Context: an optimization exercise on an open-source flow, tuned for small area, a short achievable clock period and few clock cycles per item. The choices shown serve that exercise and are no tape-out recipe.
In this exercise RTL edits were held to simulation tests only and were not proved equivalent to the original.
Power is estimated from default activity; no workload was simulated.

==> run a: inputs <==
==> flow/design.v <==
`default_nettype none
package sfd_pkg;
	localparam logic [7:0] BYTE_START = 8'h41;
	localparam logic [7:0] BYTE_END   = 8'h40;
	localparam logic [16:0] FACTOR_RESET = 17'd19661;
	localparam logic [16:0] FACTOR_ONE   = 17'd65536;
endpackage
`default_nettype wire
`default_nettype none
module sfd_add #(
	parameter int W = 32
) (
	input  wire logic [W-1:0] a,
	input  wire logic [W-1:0] b,
	input  wire logic         cin,
	output logic [W-1:0]      s,
	output logic              cout
);
	localparam int L = $clog2(W);
	logic [W-1:0] p;
	logic [W-1:0] gg [L+1];
	logic [W-1:0] pp [L+1];
	logic [W:0]   c;
	assign p     = a ^ b;
	assign gg[0] = (a & b) | {{(W-1){1'b0}}, p[0] & cin};
	assign pp[0] = p;
	for (genvar l = 0; l < L; l++) begin : g_lvl
		for (genvar i = 0; i < W; i++) begin : g_bit
			if (((i >> l) & 1) == 1) begin : g_op
				localparam int J = ((i >> l) << l) - 1;
				assign gg[l+1][i] = gg[l][i] | (pp[l][i] & gg[l][J]);
				assign pp[l+1][i] = pp[l][i] & pp[l][J];
			end else begin : g_pass
				assign gg[l+1][i] = gg[l][i];
				assign pp[l+1][i] = pp[l][i];
			end
		end
	end
	assign c    = {gg[L], cin};
	assign s    = p ^ c[W-1:0];
	assign cout = c[W];
endmodule
`default_nettype wire
`default_nettype none
import sfd_pkg::*;
module sensor_frame_deframer_smoother (
	input  wire logic         clk,
	input  wire logic         arst_n,
	input  wire logic         rx_valid,
	output logic              rx_ready,
	input  wire logic [7:0]   rx_byte,
	output logic              result_valid,
	input  wire logic         result_ready,
	output logic [28:0]       encoder_angle_avg,
	output logic [31:0]       wind_speed_avg,
	output logic [31:0]       wind_angle_avg,
	output logic [15:0]       raw_count,
	output logic              float_saturated,
	input  wire logic         cfg_we,
	input  wire logic [16:0]  cfg_wdata
);
	function automatic logic [33:0] to_q16(input logic [31:0] bits);
		logic        s;
		logic [7:0]  e;
		logic [62:0] y;
		logic [31:0] mag;
		logic        inr;
		logic        big;
		logic [31:0] v;
		logic        sat;
		begin
			s   = bits[31];
			e   = bits[30:23];
			y   = {31'd0, 1'b1, bits[22:0], 8'b0} << e[4:0];
			mag = e[7] ? y[45:14] : {15'd0, y[62:46]};
			inr = (e >= 8'd111) && (e <= 8'd141);
			big = (e >= 8'd142);
			sat = big && !(s && (e == 8'd142) && (bits[22:0] == 23'd0));
			if (inr) begin
				v = s ? ~mag : mag;
			end else if (big && !((e == 8'hFF) && (bits[22:0] != 23'd0))) begin
				v = s ? 32'h8000_0000 : 32'h7FFF_FFFF;
			end else begin
				v = 32'd0;
			end
			to_q16 = {sat, inr & s, v};
		end
	endfunction
	function automatic logic [2:0] booth(input logic b2, input logic b1, input logic b0);
		booth = {b2 & !(b1 & b0), (b2 & !b1 & !b0) | (!b2 & b1 & b0), b1 ^ b0};
	endfunction
	function automatic logic [34:0] brow(input logic [2:0] c, input logic [32:0] x);
		logic [34:0] m;
		begin
			m = c[0] ? {{2{x[32]}}, x} : (c[1] ? {x[32], x, 1'b0} : 35'd0);
			brow = m ^ {35{c[2]}};
		end
	endfunction
	logic [7:0]  hist_q [11];
	logic [3:0]  fill_q;
	logic        start_q;
	logic        pend_q;
	logic        snapped_q;
	logic        valid_q;
	logic [10:1] ph_q;
	logic        run;
	logic        xfer;
	logic        snap;
	logic        ph0;
	logic        busy_q;
	logic        rdy_q;
	logic        snap_q;
	logic        pend_n;
	logic        snapped_n;
	logic        busy_n;
	assign run       = |ph_q;
	assign rx_ready  = rdy_q;
	assign xfer      = rx_valid && rdy_q;
	assign snap      = snap_q;
	assign ph0       = snapped_q && !valid_q && !run;
	assign pend_n    = (xfer && start_q && (rx_byte == BYTE_END)) || (pend_q && !snap);
	assign snapped_n = snap || (snapped_q && !ph0);
	assign busy_n    = snapped_n || ph0 || (|ph_q[9:1]);
	always_ff @(posedge clk) begin
		if (xfer) begin
			hist_q[0] <= rx_byte;
			for (int i = 1; i < 11; i++) begin
				hist_q[i] <= hist_q[i-1];
			end
		end
	end
	always_ff @(posedge clk or negedge arst_n) begin
		if (!arst_n) begin
			fill_q  <= '0;
			start_q <= 1'b0;
			pend_q  <= 1'b0;
			busy_q  <= 1'b0;
			rdy_q   <= 1'b1;
			snap_q  <= 1'b0;
		end else begin
			snap_q <= pend_n && !busy_n;
			busy_q <= busy_n;
			rdy_q  <= !(pend_n && busy_n);
			if (xfer) begin
				if (fill_q != 4'd10) begin
					fill_q <= fill_q + 4'd1;
				end
				start_q <= (fill_q == 4'd10) && (hist_q[9] == BYTE_START);
			end
			pend_q <= pend_n;
		end
	end
	logic [32:0] d_q;
	logic [15:0] cnt_q;
	logic        sat_q;
	logic [15:0] cnt_out_q;
	logic        sat_out_q;
	logic [32:0] xs_q;
	logic [32:0] xd_q;
	logic        s1_q;
	logic        dsel0_q;
	logic        dsel1_q;
	logic [15:0] frame_cnt;
	logic [21:0] cnt45;
	logic [31:0] conv_in;
	logic [33:0] conv;
	assign frame_cnt = {hist_q[10], hist_q[9]};
	assign conv_in   = ({32{snap}} & {hist_q[8], hist_q[7], hist_q[6], hist_q[5]})
		| ({32{dsel1_q}} & {hist_q[5], hist_q[4], hist_q[3], hist_q[2]})
		| ({32{dsel0_q}} & {hist_q[4], hist_q[3], hist_q[2], hist_q[1]});
	assign conv      = to_q16(conv_in);
	logic [21:0] m45_s1;
	logic [21:0] m45_c1;
	logic [21:0] m45_s2;
	logic [21:0] m45_c2;
	logic        m45_co;
	assign m45_s1 = ({6'd0, frame_cnt} << 5) ^ ({6'd0, frame_cnt} << 3) ^ ({6'd0, frame_cnt} << 2);
	assign m45_c1 = ((({6'd0, frame_cnt} << 5) & ({6'd0, frame_cnt} << 3))
		| (({6'd0, frame_cnt} << 5) & ({6'd0, frame_cnt} << 2))
		| (({6'd0, frame_cnt} << 3) & ({6'd0, frame_cnt} << 2))) << 1;
	assign m45_s2 = m45_s1 ^ m45_c1 ^ {6'd0, frame_cnt};
	assign m45_c2 = ((m45_s1 & m45_c1) | (m45_s1 & {6'd0, frame_cnt})
		| (m45_c1 & {6'd0, frame_cnt})) << 1;
	sfd_add #(.W(22)) u_add45 (
		.a    (m45_s2),
		.b    (m45_c2),
		.cin  (1'b0),
		.s    (cnt45),
		.cout (m45_co)
	);
	always_ff @(posedge clk) begin
		s1_q    <= snap;
		dsel0_q <= snap && !xfer;
		dsel1_q <= snap && xfer;
		if (snap) begin
			cnt_q <= frame_cnt;
			sat_q <= conv[33];
			xs_q  <= conv[32:0];
		end else if (s1_q) begin
			sat_q <= sat_q | conv[33];
			xd_q  <= conv[32:0];
		end
		if (ph_q[10]) begin
			cnt_out_q <= cnt_q;
			sat_out_q <= sat_q;
		end
	end
	logic [16:0] g_q;
	logic [31:0] p0_q;
	logic [31:0] p1_q;
	logic [31:0] p2_q;
	logic        selx_q;
	logic [2:0]  ca_q;
	logic [2:0]  cb_q;
	logic [2:0]  cc_q;
	logic [43:0] accs_q;
	logic [43:0] accc_q;
	logic        cin_q;
	logic        negc_q;
	logic        ph_sub;
	logic        step0;
	logic        step1;
	logic        step2;
	logic [2:0]  bw [9];
	logic [49:0] ang_t;
	logic [32:0] xin;
	logic [34:0] row_a;
	logic [34:0] row_b;
	logic [34:0] row_c;
	logic [49:0] in0;
	logic [49:0] in1;
	logic [49:0] in2;
	logic [49:0] in3;
	logic [49:0] in4;
	logic [49:0] s1;
	logic [49:0] c1;
	logic [49:0] s2;
	logic [49:0] c2;
	logic [49:0] cs_s;
	logic [49:0] cs_c;
	logic [6:0]  low;
	logic [31:0] a_new;
	always_comb begin
		for (int j = 0; j < 8; j++) begin
			bw[j] = booth(g_q[2*j+1], g_q[2*j], (j == 0) ? 1'b0 : g_q[2*j-1]);
		end
		bw[8] = {2'b00, g_q[16] | g_q[15]};
	end
	assign ph_sub = ph_q[3] | ph_q[6];
	assign step0  = ph_q[1] | ph_q[4] | ph_q[7];
	assign step1  = ph_q[2] | ph_q[5] | ph_q[8];
	assign step2  = ph_q[3] | ph_q[6] | ph_q[9];
	logic [49:0] ang_a1;
	logic [49:0] ang_a2;
	logic [49:0] ang_a3;
	logic [49:0] ang_s;
	logic [49:0] ang_c;
	logic        ang_co;
	assign ang_a1 = {4'd0, ({24'd0, d_q[21:0]} << 24) | {24'd0, d_q[21:0]}};
	assign ang_a2 = {28'd0, d_q[21:0]} << 12;
	assign ang_a3 = {~{p0_q[31], p0_q}, 17'h1_0000};
	assign ang_s  = ang_a1 ^ ang_a2 ^ ang_a3;
	assign ang_c  = ((ang_a1 & ang_a2) | (ang_a1 & ang_a3) | (ang_a2 & ang_a3)) << 1;
	assign xin = selx_q ? xs_q : xd_q;
	sfd_add #(.W(50)) u_add_ang (
		.a    (ph0 ? ang_s : (ph_sub ? {xin[31], xin[31:0], 17'h1_FFFF}
		                            : {1'b0, accs_q[31:0], 17'h1_FFFF})),
		.b    (ph0 ? ang_c : (ph_sub ? {~{p1_q[31], p1_q}, 16'd0, xin[32]}
		                            : {1'b0, accc_q[31:0], 16'd0, cin_q})),
		.cin  (1'b0),
		.s    (ang_t),
		.cout (ang_co)
	);
	always_ff @(posedge clk) begin
		if (ph_q[2]) begin
			selx_q <= 1'b1;
		end else if (ph_q[5]) begin
			selx_q <= 1'b0;
		end
		if (step0) begin
			ca_q <= bw[3]; cb_q <= bw[4]; cc_q <= bw[5];
		end else if (step1) begin
			ca_q <= bw[6]; cb_q <= bw[7]; cc_q <= bw[8];
		end else begin
			ca_q <= bw[0]; cb_q <= bw[1]; cc_q <= bw[2];
		end
	end
	assign row_a = brow(ca_q, d_q);
	assign row_b = brow(cb_q, d_q);
	assign row_c = brow(cc_q, d_q);
	assign in0 = {11'd0, !row_a[34], row_a[34], row_a[34], row_a[33:0], 1'b0, cin_q & !step0};
	assign in1 = {10'd0, 1'b1, !row_b[34], row_b[33:0], 1'b0, ca_q[2], 1'b0, negc_q};
	assign in2 = {9'h1FF, !row_c[34], row_c[33:0], 1'b0, cb_q[2], 4'd0};
	assign in3 = step0 ? {p0_q, 18'd0} : {6'd0, accs_q};
	assign in4 = step0 ? {31'd0, g_q, 2'd0} : {6'd0, accc_q};
	assign s1   = in0 ^ in1 ^ in2;
	assign c1   = ((in0 & in1) | (in0 & in2) | (in1 & in2)) << 1;
	assign s2   = s1 ^ c1 ^ in3;
	assign c2   = ((s1 & c1) | (s1 & in3) | (c1 & in3)) << 1;
	assign cs_s = s2 ^ c2 ^ in4;
	assign cs_c = ((s2 & c2) | (s2 & in4) | (c2 & in4)) << 1;
	sfd_add #(.W(6)) u_add_low (
		.a    (cs_s[5:0]),
		.b    (cs_c[5:0]),
		.cin  (1'b0),
		.s    (low[5:0]),
		.cout (low[6])
	);
	assign a_new = ang_t[48:17];
	always_ff @(posedge clk) begin
		accs_q <= cs_s[49:6];
		accc_q <= cs_c[49:6];
		cin_q  <= low[6];
		negc_q <= cc_q[2];
		if (snap) begin
			d_q <= {11'd0, cnt45};
		end else if (ph0 || ph_sub) begin
			d_q <= ang_t[49:17];
		end
	end
	always_ff @(posedge clk or negedge arst_n) begin
		if (!arst_n) begin
			g_q       <= FACTOR_RESET;
			valid_q   <= 1'b0;
			snapped_q <= 1'b0;
			ph_q      <= '0;
			p0_q      <= '0;
			p1_q      <= '0;
			p2_q      <= '0;
		end else begin
			if (cfg_we) begin
				g_q <= (cfg_wdata > FACTOR_ONE) ? FACTOR_ONE : cfg_wdata;
			end
			snapped_q <= snapped_n;
			ph_q <= {ph_q[9:1], ph0};
			if (ph_q[10]) begin
				valid_q <= 1'b1;
			end else if (valid_q && result_ready) begin
				valid_q <= 1'b0;
			end
			if (step2) begin
				p0_q <= p1_q;
				p1_q <= p2_q;
			end
			if (ph_q[4] || ph_q[7] || ph_q[10]) begin
				p2_q <= a_new;
			end
		end
	end
	assign result_valid      = valid_q;
	assign encoder_angle_avg = p0_q[28:0];
	assign wind_speed_avg    = p1_q;
	assign wind_angle_avg    = p2_q;
	assign raw_count         = cnt_out_q;
	assign float_saturated   = sat_out_q;
endmodule
`default_nettype wire
==> flow/run.sh <==
#!/bin/bash
# synth_recipe.tcl (not shown) runs the flow's synth.tcl, then flattens the netlist and writes it again
# the make line also repeats each setting of config.mk as NAME=value (left out here)
make -C /OpenROAD-flow-scripts/flow DESIGN_CONFIG=/design/flow/config.mk WORK_HOME=/design/flow/orfs CLKGATE_MAP_FILE= SYNTH_SCRIPT=/design/flow/synth_recipe.tcl finish
==> flow/config.mk <==
export PLATFORM = sky130hd
export DESIGN_NAME = sensor_frame_deframer_smoother
export DESIGN_NICKNAME = sensor_frame_deframer_smoother
export VERILOG_FILES = /design/flow/design.v
export SDC_FILE = /design/flow/constraint.sdc
export NUM_CORES = 4
export LEC_CHECK = 0
export CAP_MARGIN = 20
export CORE_MARGIN = 2
export CORE_UTILIZATION = 40
export PLACE_DENSITY = 0.6
export SETUP_SLACK_MARGIN = 5
export SLEW_MARGIN = 20
==> flow/constraint.sdc <==
create_clock -name core_clock -period 11.0 [get_ports {clk}]
set_input_delay 2.2000 -clock core_clock [delete_from_list [all_inputs] [get_ports {clk}]]
set_output_delay 2.2000 -clock core_clock [all_outputs]
set_load 0.01 [all_outputs]
==> run b: changes against run a <==
--- a/flow/design.v
+++ b/flow/design.v
@@ -107,7 +107,9 @@
 	logic        xfer;
 	logic        snap;
 	logic        ph0;
-	logic        busy_q;
+	logic        ph0_q;
+	logic        valid_n;
+	logic        run_n;
 	logic        rdy_q;
 	logic        snap_q;
 	logic        pend_n;
@@ -117,7 +119,9 @@
 	assign rx_ready  = rdy_q;
 	assign xfer      = rx_valid && rdy_q;
 	assign snap      = snap_q;
-	assign ph0       = snapped_q && !valid_q && !run;
+	assign ph0       = ph0_q;
+	assign valid_n   = ph_q[10] || (valid_q && !result_ready);
+	assign run_n     = ph0 || (|ph_q[9:1]);
 	assign pend_n    = (xfer && start_q && (rx_byte == BYTE_END)) || (pend_q && !snap);
 	assign snapped_n = snap || (snapped_q && !ph0);
 	assign busy_n    = snapped_n || ph0 || (|ph_q[9:1]);
@@ -134,12 +138,10 @@
 			fill_q  <= '0;
 			start_q <= 1'b0;
 			pend_q  <= 1'b0;
-			busy_q  <= 1'b0;
 			rdy_q   <= 1'b1;
 			snap_q  <= 1'b0;
 		end else begin
 			snap_q <= pend_n && !busy_n;
-			busy_q <= busy_n;
 			rdy_q  <= !(pend_n && busy_n);
 			if (xfer) begin
 				if (fill_q != 4'd10) begin
@@ -151,6 +153,7 @@
 		end
 	end
 	logic [32:0] d_q;
+	logic [21:0] y_q;
 	logic [15:0] cnt_q;
 	logic        sat_q;
 	logic [15:0] cnt_out_q;
@@ -210,6 +213,8 @@
 	logic [31:0] p1_q;
 	logic [31:0] p2_q;
 	logic        selx_q;
+	logic        sel_sub_q;
+	logic        sel_res_q;
 	logic [2:0]  ca_q;
 	logic [2:0]  cb_q;
 	logic [2:0]  cc_q;
@@ -256,22 +261,26 @@
 	logic [49:0] ang_s;
 	logic [49:0] ang_c;
 	logic        ang_co;
-	assign ang_a1 = {4'd0, ({24'd0, d_q[21:0]} << 24) | {24'd0, d_q[21:0]}};
-	assign ang_a2 = {28'd0, d_q[21:0]} << 12;
+	assign ang_a1 = {4'd0, ({24'd0, y_q} << 24) | {24'd0, y_q}};
+	assign ang_a2 = {28'd0, y_q} << 12;
 	assign ang_a3 = {~{p0_q[31], p0_q}, 17'h1_0000};
 	assign ang_s  = ang_a1 ^ ang_a2 ^ ang_a3;
 	assign ang_c  = ((ang_a1 & ang_a2) | (ang_a1 & ang_a3) | (ang_a2 & ang_a3)) << 1;
 	assign xin = selx_q ? xs_q : xd_q;
 	sfd_add #(.W(50)) u_add_ang (
-		.a    (ph0 ? ang_s : (ph_sub ? {xin[31], xin[31:0], 17'h1_FFFF}
-		                            : {1'b0, accs_q[31:0], 17'h1_FFFF})),
-		.b    (ph0 ? ang_c : (ph_sub ? {~{p1_q[31], p1_q}, 16'd0, xin[32]}
-		                            : {1'b0, accc_q[31:0], 16'd0, cin_q})),
+		.a    (({50{ph0}} & ang_s)
+		     | ({50{sel_sub_q}} & {xin[31], xin[31:0], 17'h1_FFFF})
+		     | ({50{sel_res_q}} & {1'b0, accs_q[31:0], 17'h1_FFFF})),
+		.b    (({50{ph0}} & ang_c)
+		     | ({50{sel_sub_q}} & {~{p1_q[31], p1_q}, 16'd0, xin[32]})
+		     | ({50{sel_res_q}} & {1'b0, accc_q[31:0], 16'd0, cin_q})),
 		.cin  (1'b0),
 		.s    (ang_t),
 		.cout (ang_co)
 	);
 	always_ff @(posedge clk) begin
+		sel_sub_q <= ph_q[2] | ph_q[5];
+		sel_res_q <= ph_q[3] | ph_q[6] | ph_q[9];
 		if (ph_q[2]) begin
 			selx_q <= 1'b1;
 		end else if (ph_q[5]) begin
@@ -313,8 +322,9 @@
 		cin_q  <= low[6];
 		negc_q <= cc_q[2];
 		if (snap) begin
-			d_q <= {11'd0, cnt45};
-		end else if (ph0 || ph_sub) begin
+			y_q <= cnt45;
+		end
+		if (ph0 || ph_sub) begin
 			d_q <= ang_t[49:17];
 		end
 	end
@@ -323,6 +333,7 @@
 			g_q       <= FACTOR_RESET;
 			valid_q   <= 1'b0;
 			snapped_q <= 1'b0;
+			ph0_q     <= 1'b0;
 			ph_q      <= '0;
 			p0_q      <= '0;
 			p1_q      <= '0;
@@ -332,12 +343,9 @@
 				g_q <= (cfg_wdata > FACTOR_ONE) ? FACTOR_ONE : cfg_wdata;
 			end
 			snapped_q <= snapped_n;
+			ph0_q     <= snapped_n && !valid_n && !run_n;
 			ph_q <= {ph_q[9:1], ph0};
-			if (ph_q[10]) begin
-				valid_q <= 1'b1;
-			end else if (valid_q && result_ready) begin
-				valid_q <= 1'b0;
-			end
+			valid_q <= valid_n;
 			if (step2) begin
 				p0_q <= p1_q;
 				p1_q <= p2_q;
==> notes.md <==
item                                                                            run b          run a
End of the worst hold path                                                   ph_q[10]   hist_q[1][3]
Proportion of cell area occupied by multi-input gates                          42.74%         45.20%
Transition time of the tightest slew-check pin                               1.160 ns       1.099 ns
Status                                                       timing/DRC/antenna clean  timing/DRC/antenna clean
PD cells                                                                348.8 nW/um^2  245.7 nW/um^2
Final estimated routing congestion in global placement                         0.9518         0.9256
HPWL after detailed placement                                                61.48 mm       61.38 mm
Slowest stage delay, CP                                                       0.77 ns        0.85 ns
Sequential cell area                                                      12,720 um^2    11,940 um^2
Sequential power                                                              3.22 mW        2.77 mW
Post-layout total power                                                      10.97 mW       7.667 mW
Crit share post-route                                                          45.26%         48.84%
Clock Network Area Fraction                                                    6.064%         5.851%
Startpoint of the tightest hold check path                                    ph_q[9]   hist_q[0][3]
Overall track demand over capacity in global routing                           23.22%         23.63%
Synth Net Count                                                                 2,809          2,894
Termination of the worst setup path                                           d_q[32]        d_q[21]
Total stage count of the critical path                                             13             17
Number of antenna repair diodes                                                     1              0
Drt wl/cell                                                                  23.36 um       23.18 um
Total area of multi-input combinational cells                             13,450 um^2    14,100 um^2
Clock network power                                                           1.92 mW        1.84 mW
Hold slack final                                                            0.4028 ns      0.4175 ns
Count of routing violations after the opening detailed-route iteration          1,840          1,755
Multi-input gates                                                               1,694          1,803
Testbench counts of run a, summed over its fixed seeds: cycles 14,504, items 1,200.
Testbench counts of run b, summed over its fixed seeds: cycles 14,504, items 1,200.

port drivers added, routing unchanged:
How much do the figures lean on ideal ports? The routed layouts below were timed once more, with nothing changed but the port constraints. Step 1, drivers: a clkbuf_16 drives clk and a buf_2 each remaining input, both assumed. Step 2 times the ports against the registers' clock, not the clock port: input delays grow and output delays shrink by t, the midpoint of the rising clock arrivals with the driver on. Slacks: ideal ports / drivers / drivers and shift; pairs: ideal ports / drivers.
| run | t (ns) | slack for setup (ns) | worst hold slack (ns) | worst setup path at the end | cell pins on the clock port's net |
|---|---|---|---|---|---|
| run a | 0.678 | 5.628 / 5.628 / 5.628 | 0.417 / 0.417 / 0.417 | register to register | 1 |
| run b | 0.681 | 6.021 / 6.021 / 6.021 | 0.403 / 0.403 / 0.403 | register to register | 1 |
After both steps every run listed still meets setup and hold.
